This is an optimization exercise on Yosys and OpenROAD, whose aim is small area and a short achievable clock period, not a production implementation.
Where RTL was checked, it was by simulation tests only, not by an equivalence proof against the original.
No activity file was given, so power comes from the tool's default toggle rates.

run 1:
## ternary_matmul_top
module ternary_matmul_top (
    input  logic       clk,
    input  logic       reset,
    input  logic [7:0] weights_in,
    input  logic [7:0] activations_in,
    input  logic       compute,
    output logic [7:0] result_out
);
For scale: ~2300 cells after synthesis, ~27 I/O pins.
clock: 14.0 ns
lec_check: 0
cap_margin: 20
core_margin: 2
core_utilization: 65
cts_cluster_diameter: 100
cts_cluster_size: 30
slew_margin: 20
standard.sh (not shown) runs the stock make flow with config.mk's settings and CLKGATE_MAP_FILE= SYNTH_SCRIPT=/design/flow/synth_recipe.tcl, a recipe that flattens the netlist after the stock synthesis.
==> flow/flow/run.sh <==
#!/bin/bash
# Own layout flow: the standard steps (standard.sh), except that
#  - synthesis leaves out Yosys's full-adder extraction (ADDER_MAP_FILE
#    empty) and maps with flow/abc_area.script, a delay-targeted ABC
#    mapping with area recovery, in place of ORFS's ABC script
#    (flow/synth.tcl swaps the script; the registers are unchanged);
#  - ports are buffered with buf_4 cells and timing repair aims for a
#    larger setup margin.
# Each step's full output goes to its own log file here.
set -euo pipefail
export MY_ABC_SCRIPT=$PWD/flow/abc_area.script
bash standard.sh ADDER_MAP_FILE= SYNTH_SCRIPT=$PWD/flow/synth.tcl synth > synth.log 2>&1
bash standard.sh SETUP_SLACK_MARGIN=10 "BUFFER_PORTS_ARGS=-buffer_cell sky130_fd_sc_hd__buf_4" finish > layout.log 2>&1
==> flow/flow/abc_area.script <==
strash
dc2
dch
map -D 2250
topo
stime
==> flow/flow/synth.tcl <==
# The standard flow's synthesis script with ABC's mapping script replaced by the one
# named in MY_ABC_SCRIPT; everything else, registers included, is as in
# the standard synthesis.
proc synth {args} { yosys synth -nofsm -noshare {*}$args }
proc my_abc_args {name1 name2 op} {
  set i [lsearch -exact $::abc_args -script]
  if {$i >= 0 && [lindex $::abc_args [expr {$i + 1}]] ne $::env(MY_ABC_SCRIPT)} {
    set ::abc_args [lreplace $::abc_args [expr {$i + 1}] [expr {$i + 1}] $::env(MY_ABC_SCRIPT)]
  }
}
trace add variable ::abc_args write my_abc_args
source $::env(SCRIPTS_DIR)/synth.tcl
# left out here: clear keep_hierarchy, flatten, clean up, hide names made inside functions, write 1_2_yosys.v
diff inputs: run 1 => run 2
==> flow/flow/abc_area.script <==
strash
dch
map -D 2250
topo
stime
--- a/flow/config.mk
+++ b/flow/config.mk
@@ -8,5 +8,5 @@
 export CAP_MARGIN = 20
 export CORE_MARGIN = 2
-export CORE_UTILIZATION = 65
+export CORE_UTILIZATION = 40
 export CTS_CLUSTER_DIAMETER = 100
 export CTS_CLUSTER_SIZE = 30
Notes after the runs:
Compare run 1 and run 2 | hold slack higher: run 2. Run 2 vs run 1, average cell area after synthesis went down by 0.49%. Across both runs, die boundary height was higher for run 2 than for run 1. Run 2 against run 1; total of clock buffers placed in the layout is up by a few percent. Comparing run 1 and run 2, the lower synthesis-to-finish area growth was measured on run 1.
diff inputs: run 2 => run 3
==> flow/flow/abc_area.script <==
strash
dc2
dch
map -D 2250
topo
stime
--- a/flow/config.mk
+++ b/flow/config.mk
@@ -8,6 +8,6 @@
 export CAP_MARGIN = 20
 export CORE_MARGIN = 2
-export CORE_UTILIZATION = 40
+export CORE_UTILIZATION = 60
 export CTS_CLUSTER_DIAMETER = 100
-export CTS_CLUSTER_SIZE = 30
+export CTS_CLUSTER_SIZE = 25
 export SLEW_MARGIN = 20
--- outcome ---
Between run 2 and run 3, wire length of the first global-routing pass decreased. Row wire length: run 3 lower / run 2 higher. Final period demand of the worst path in run 3 is 5.0 ps above run 2. Utilization of the core after routing (lower): run 2.
Edits applied to the flow inputs when going from run 3 to run 4:
--- a/flow/config.mk
+++ b/flow/config.mk
@@ -9,5 +9,5 @@
 export CORE_MARGIN = 2
 export CORE_UTILIZATION = 60
-export CTS_CLUSTER_DIAMETER = 100
-export CTS_CLUSTER_SIZE = 25
+export CTS_CLUSTER_DIAMETER = 60
+export CTS_CLUSTER_SIZE = 30
 export SLEW_MARGIN = 20
--- outcome ---
Diff run 3 -> run 4: met2 wire length increased by 250 µm relative to the old numbers; first-pass GRT wire length grew by 0.34%; critical path data arrival time now sits lower.
The power density over the cells reported for run 4 is greater than that of run 3 by about 7%.


## run A
Starting RTL as in the previous note.
Settings: LEC_CHECK=0, CAP_MARGIN=20, CORE_MARGIN=2, CORE_UTILIZATION=60, CTS_CLUSTER_DIAMETER=100, CTS_CLUSTER_SIZE=34, SLEW_MARGIN=20; clock period 14.0 ns.
==> flow/flow/abc_area.script <==
strash
dc2
dch
map -D 2250
topo
stime
Scripts as last shown in full above: flow/flow/run.sh, flow/flow/synth.tcl
Setup changes, run A to run B
- CORE_UTILIZATION changed from 60 to 40
- CTS_CLUSTER_SIZE changed from 34 to 30
==> flow/flow/abc_area.script <==
strash
dch
map -D 1750
topo
stime
==> comparison <==
Status: clock skew parity (run B, run A)
Summary of run B over run A: setup slack +0.022 ns, global routing met2 resource utilization -12 points, routed wire length +about 20%.


build 91:
ternary_matmul_top, a different RTL version from the one above (not shown whole).
For scale: roughly 2200 cells after synthesis, ~27 I/O pins.
Settings: LEC_CHECK=0, CAP_MARGIN=20, CORE_MARGIN=2, CORE_UTILIZATION=40, SLEW_MARGIN=20; clock period 14.0 ns.
run.sh (not shown) runs the stock make flow with config.mk's settings and CLKGATE_MAP_FILE= SYNTH_SCRIPT=/design/flow/synth_recipe.tcl, a recipe that flattens the netlist after the stock synthesis.
Stock flow here: none of the scripts above is used.
[inputs] build 74 vs build 91
==> flow/flow/run.sh (new file) <==
#!/bin/bash
# Own layout flow: the standard steps, except that synthesis maps
# with an area-oriented ABC script (flow/abc_area.script, see
# flow/synth.tcl) and leaves out Yosys's full-adder extraction, and
# timing repair aims for more setup margin.
set -euo pipefail
export MY_ABC_SCRIPT=$PWD/flow/abc_area.script
bash standard.sh ADDER_MAP_FILE= SYNTH_SCRIPT=$PWD/flow/synth.tcl synth > synth.log 2>&1
bash standard.sh SETUP_SLACK_MARGIN=10 finish > layout.log 2>&1
==> flow/flow/abc_area.script (new file) <==
strash
dch
map -D 2000
topo
stime
==> flow/flow/synth.tcl (new file) <==
# The standard flow's synthesis script with ABC's mapping script replaced by the one
# named in MY_ABC_SCRIPT; everything else, registers included, is as in
# the standard synthesis.
proc synth {args} { yosys synth -nofsm -noshare {*}$args }
proc my_abc_args {name1 name2 op} {
  set i [lsearch -exact $::abc_args -script]
  if {$i >= 0 && [lindex $::abc_args [expr {$i + 1}]] ne $::env(MY_ABC_SCRIPT)} {
    set ::abc_args [lreplace $::abc_args [expr {$i + 1}] [expr {$i + 1}] $::env(MY_ABC_SCRIPT)]
  }
}
trace add variable ::abc_args write my_abc_args
source $::env(SCRIPTS_DIR)/synth.tcl
# left out here: clear keep_hierarchy, flatten, clean up, hide names made inside functions, write 1_2_yosys.v
==> flow/standard.sh (new file) <==
#!/bin/bash
# synth_recipe.tcl (not shown) runs the flow's synth.tcl, then flattens the netlist and writes it again
# the make line also repeats each setting of config.mk as NAME=value (left out here)
make -C /OpenROAD-flow-scripts/flow DESIGN_CONFIG=/design/flow/config.mk WORK_HOME=/design/flow/orfs CLKGATE_MAP_FILE= SYNTH_SCRIPT=/design/flow/synth_recipe.tcl "${@:-finish}"
removed: flow/run.sh
### Flow results
- Delta(final period demand of the worst path, build 74 - build 91) < 0
- Die area was higher in build 91 than in build 74.
- Between build 91 and build 74, the flow reports number of unique standard cell types used by synthesis decreasing by more than half.
- Per the comparison of build 74 with build 91, clock buffer instance count of the final layout increased by 5 relative to the old numbers; cell count increased by 575 relative to the old numbers.
Here is what was changed in the inputs of build 16 compared with build 74.
- CTS_CLUSTER_SIZE now 30, previously not set
- CTS_CLUSTER_DIAMETER now 100, previously not set
==> comparison <==
Diff build 74 -> build 16: worst-margin pin slew shows a reduction of 0.037 ns; tightest hold margin held steady; setup slack grew by 0.0097 ns; met3 layer usage reported by global route went down. Comparing the two runs side by side, build 16 comes out ahead of build 74 on wire length of the first global-routing pass. Of build 74 and build 16, the run reporting the higher wire length on met3 was build 74. Comparing build 74 with build 16, the non-clock buffer share of cell area came out essentially unchanged. Build 16 against build 74: detailed-route wire length saw a decrease; net switching share of the total power saw an increase; clock share of power saw a decrease.
> inputs changed (build 16 -> build 62)
- CTS_BUF_LIST: unset -> sky130_fd_sc_hd__clkbuf_8
- CTS_CLUSTER_DIAMETER: 100 -> unset
- CTS_CLUSTER_SIZE: 30 -> unset
==> flow/flow/abc_area.script <==
strash
dch
map -a
topo
## What came out
- Comparing build 62 and build 16, the higher synthesized area is on build 16.
- The growth of design area from synthesis to finish in build 62 sits 18 points above the value recorded for build 16.
- Between build 62 and build 16, the post-synthesis share of cell area spent on xor and xnor gates is higher for build 16.
- Against build 16, build 62 comes in 5.7 points lower on sequential share of layout area.
- Status: met1 track demand over resource parity (build 62, build 16)
- Build 62 against build 16: synthesized-area fraction occupied by ao, oa, aoi and oai cells picked up an extra 0.38 points, all-layer global routing usage picked up an extra 1.4 points.
No run of this note included a check of the RTL's function; only the layout flow was run.


## the baseline
ternary_matmul_top, a different RTL version from the one above (not shown whole).
Size: about 2600 cells after synthesis, about 550 flip-flops, roughly 27 I/O pins, about 0.021 mm^2 of cells after synthesis.
==> flow/design.v (excerpt) <==
module ternary_matmul_top (
    input  logic       clk,
    input  logic       reset,
    input  logic [7:0] weights_in,
    input  logic [7:0] activations_in,
    input  logic       compute,
    output logic [7:0] result_out
);
    logic [9:0] row_en, row_neg;
    logic [7:0] act;
    logic clr, clr_prev, clr_head, cap, zero;
    ternary_pkg::acc_t [ternary_pkg::acc_count-1:0] acc_q;
    always_ff @(posedge clk) begin
        clr      <= reset || !compute;
        clr_prev <= clr;
        clr_head <= reset || !compute || clr;
        cap      <= !reset && !compute;
        zero     <= reset || (zero && compute);
    end
    input_stager u_input_stager (
        .clk            (clk),
        .reset          (reset),
        .compute        (compute),
        .weights_in     (weights_in),
        .activations_in (activations_in),
        .row_en         (row_en),
        .row_neg        (row_neg),
        .act            (act)
    );
    mac_array u_mac_array (
        .clk      (clk),
        .clr_head (clr_head),
        .row_en   (row_en),
        .row_neg  (row_neg),
        .act      (act),
        .acc_q    (acc_q)
    );
    readout_queue u_readout_queue (
        .clk        (clk),
        .reset      (reset),
        .compute    (compute),
        .clr        (clr),
        .clr_prev   (clr_prev),
        .cap        (cap),
        .zero       (zero),
        .acc_q      (acc_q),
        .result_out (result_out)
    );
endmodule
clock: 14.0 ns
lec_check: 0
cap_margin: 20
core_margin: 2
core_utilization: 40
cts_cluster_diameter: 100
cts_cluster_size: 30
slew_margin: 20
standard.sh (not shown) runs the stock make flow with config.mk's settings and CLKGATE_MAP_FILE= SYNTH_SCRIPT=/design/flow/synth_recipe.tcl, a recipe that flattens the netlist after the stock synthesis.
==> flow/flow/run.sh <==
#!/bin/bash
# Own layout flow: the standard steps (standard.sh), except that
#  - synthesis leaves out Yosys's full-adder extraction (ADDER_MAP_FILE
#    empty) and maps with flow/abc_area.script, a delay-targeted ABC
#    mapping with area recovery, in place of ORFS's ABC script
#    (flow/synth.tcl swaps the script; the registers are unchanged);
#  - timing repair aims for a larger setup margin.
# Each step's full output goes to its own log file here.
set -euo pipefail
export MY_ABC_SCRIPT=$PWD/flow/abc_area.script
bash standard.sh ADDER_MAP_FILE= SYNTH_SCRIPT=$PWD/flow/synth.tcl synth > synth.log 2>&1
bash standard.sh SETUP_SLACK_MARGIN=10.3 "BUFFER_PORTS_ARGS=-buffer_cell sky130_fd_sc_hd__buf_4" finish > layout.log 2>&1
==> flow/flow/abc_area.script <==
strash
dch
map -D 2000
topo
stime
==> flow/flow/synth.tcl <==
# The standard flow's synthesis script with ABC's mapping script replaced by the one
# named in MY_ABC_SCRIPT; everything else, registers included, is as in
# the standard synthesis.
proc synth {args} { yosys synth -nofsm -noshare {*}$args }
proc my_abc_args {name1 name2 op} {
  set i [lsearch -exact $::abc_args -script]
  if {$i >= 0 && [lindex $::abc_args [expr {$i + 1}]] ne $::env(MY_ABC_SCRIPT)} {
    set ::abc_args [lreplace $::abc_args [expr {$i + 1}] [expr {$i + 1}] $::env(MY_ABC_SCRIPT)]
  }
}
trace add variable ::abc_args write my_abc_args
source $::env(SCRIPTS_DIR)/synth.tcl
# left out here: clear keep_hierarchy, flatten, clean up, hide names made inside functions, write 1_2_yosys.v
The flow did not stop early for the baseline: all stages ran, and the layout cleared the timing, design-rule and antenna checks.
## Diff of input files: the candidate against the baseline
diff --git a/flow/flow/run.sh b/flow/flow/run.sh
--- a/flow/flow/run.sh
+++ b/flow/flow/run.sh
@@ -12 +12 @@
-bash standard.sh SETUP_SLACK_MARGIN=10.3 "BUFFER_PORTS_ARGS=-buffer_cell sky130_fd_sc_hd__buf_4" finish > layout.log 2>&1
+bash standard.sh SETUP_SLACK_MARGIN=10 "BUFFER_PORTS_ARGS=-buffer_cell sky130_fd_sc_hd__buf_4" finish > layout.log 2>&1
--- outcome ---
The candidate completed every stage of the flow, and the final layout passed the timing, design-rule and antenna checks. | combinational power | higher: the baseline |. Post-synthesis to final-layout area growth down 2.0 points in the candidate wrt the baseline. Total negative setup slack came out exactly the same in the candidate and the baseline. Diff the baseline -> the candidate: largest net degree at the start of global routing saw little to no change, data arrival time of the critical path saw an increase, overall routing resource usage saw a decrease.

[port drivers added, routing unchanged]
The flow's constraints put no driver on any port. The routed layouts listed below were extracted and timed again, unchanged, in two steps. Step 1 (the two cells are an assumption about what drives the block):
set clk [get_ports {clk}]
set_driving_cell -lib_cell sky130_fd_sc_hd__clkbuf_16 $clk
set_driving_cell -lib_cell sky130_fd_sc_hd__buf_2 [delete_from_list [all_inputs] $clk]
Step 2 adds t to the input delays and takes it off the output delays; t is the mean of the earliest and latest rising clock arrival at the registers after step 1. Input paths then give back, and output paths get back, about the clock's delay inside the block. a / b / c = no drivers / after step 1 / after step 2; a / b = the first two.
run | shift t [ns] | setup slack, ns | slew at the worst register clock pin (ns) | worst data-port slew with drivers (ns)
run 1 | 0.593 | 10.195 / 10.141 / 9.738 | 0.11 / 0.11 | 0.04
run 2 | 0.613 | 10.167 / 10.112 / 9.635 | 0.11 / 0.11 | 0.04
run 3 | 0.615 | 10.162 / 10.108 / 9.625 | 0.10 / 0.10 | 0.03
run 4 | 0.579 | 10.206 / 10.153 / 9.656 | 0.10 / 0.10 | 0.03
run A | 0.594 | 10.152 / 10.131 / 9.580 | 0.12 / 0.12 | 0.03
run B | 0.625 | 10.174 / 10.116 / 9.685 | 0.12 / 0.12 | 0.04
build 91 | 0.657 | 7.449 / 7.449 / 7.449 | 0.06 / 0.06 | 0.09
build 74 | 0.655 | 10.049 / 9.995 / 9.516 | 0.06 / 0.06 | 0.06
build 16 | 0.620 | 10.059 / 10.002 / 9.525 | 0.12 / 0.12 | 0.06
build 62 | 0.708 | 9.243 / 9.243 / 9.243 | 0.07 / 0.07 | 0.04
the baseline | 0.620 | 10.172 / 10.115 / 9.840 | 0.11 / 0.11 | 0.04
the candidate | 0.619 | 10.152 / 10.096 / 9.741 | 0.11 / 0.11 | 0.04
After both steps every run listed still meets setup and hold. For run A, which loses most, drivers alone change the setup slack by -0.021 ns; drivers and shift together by -0.572 ns.
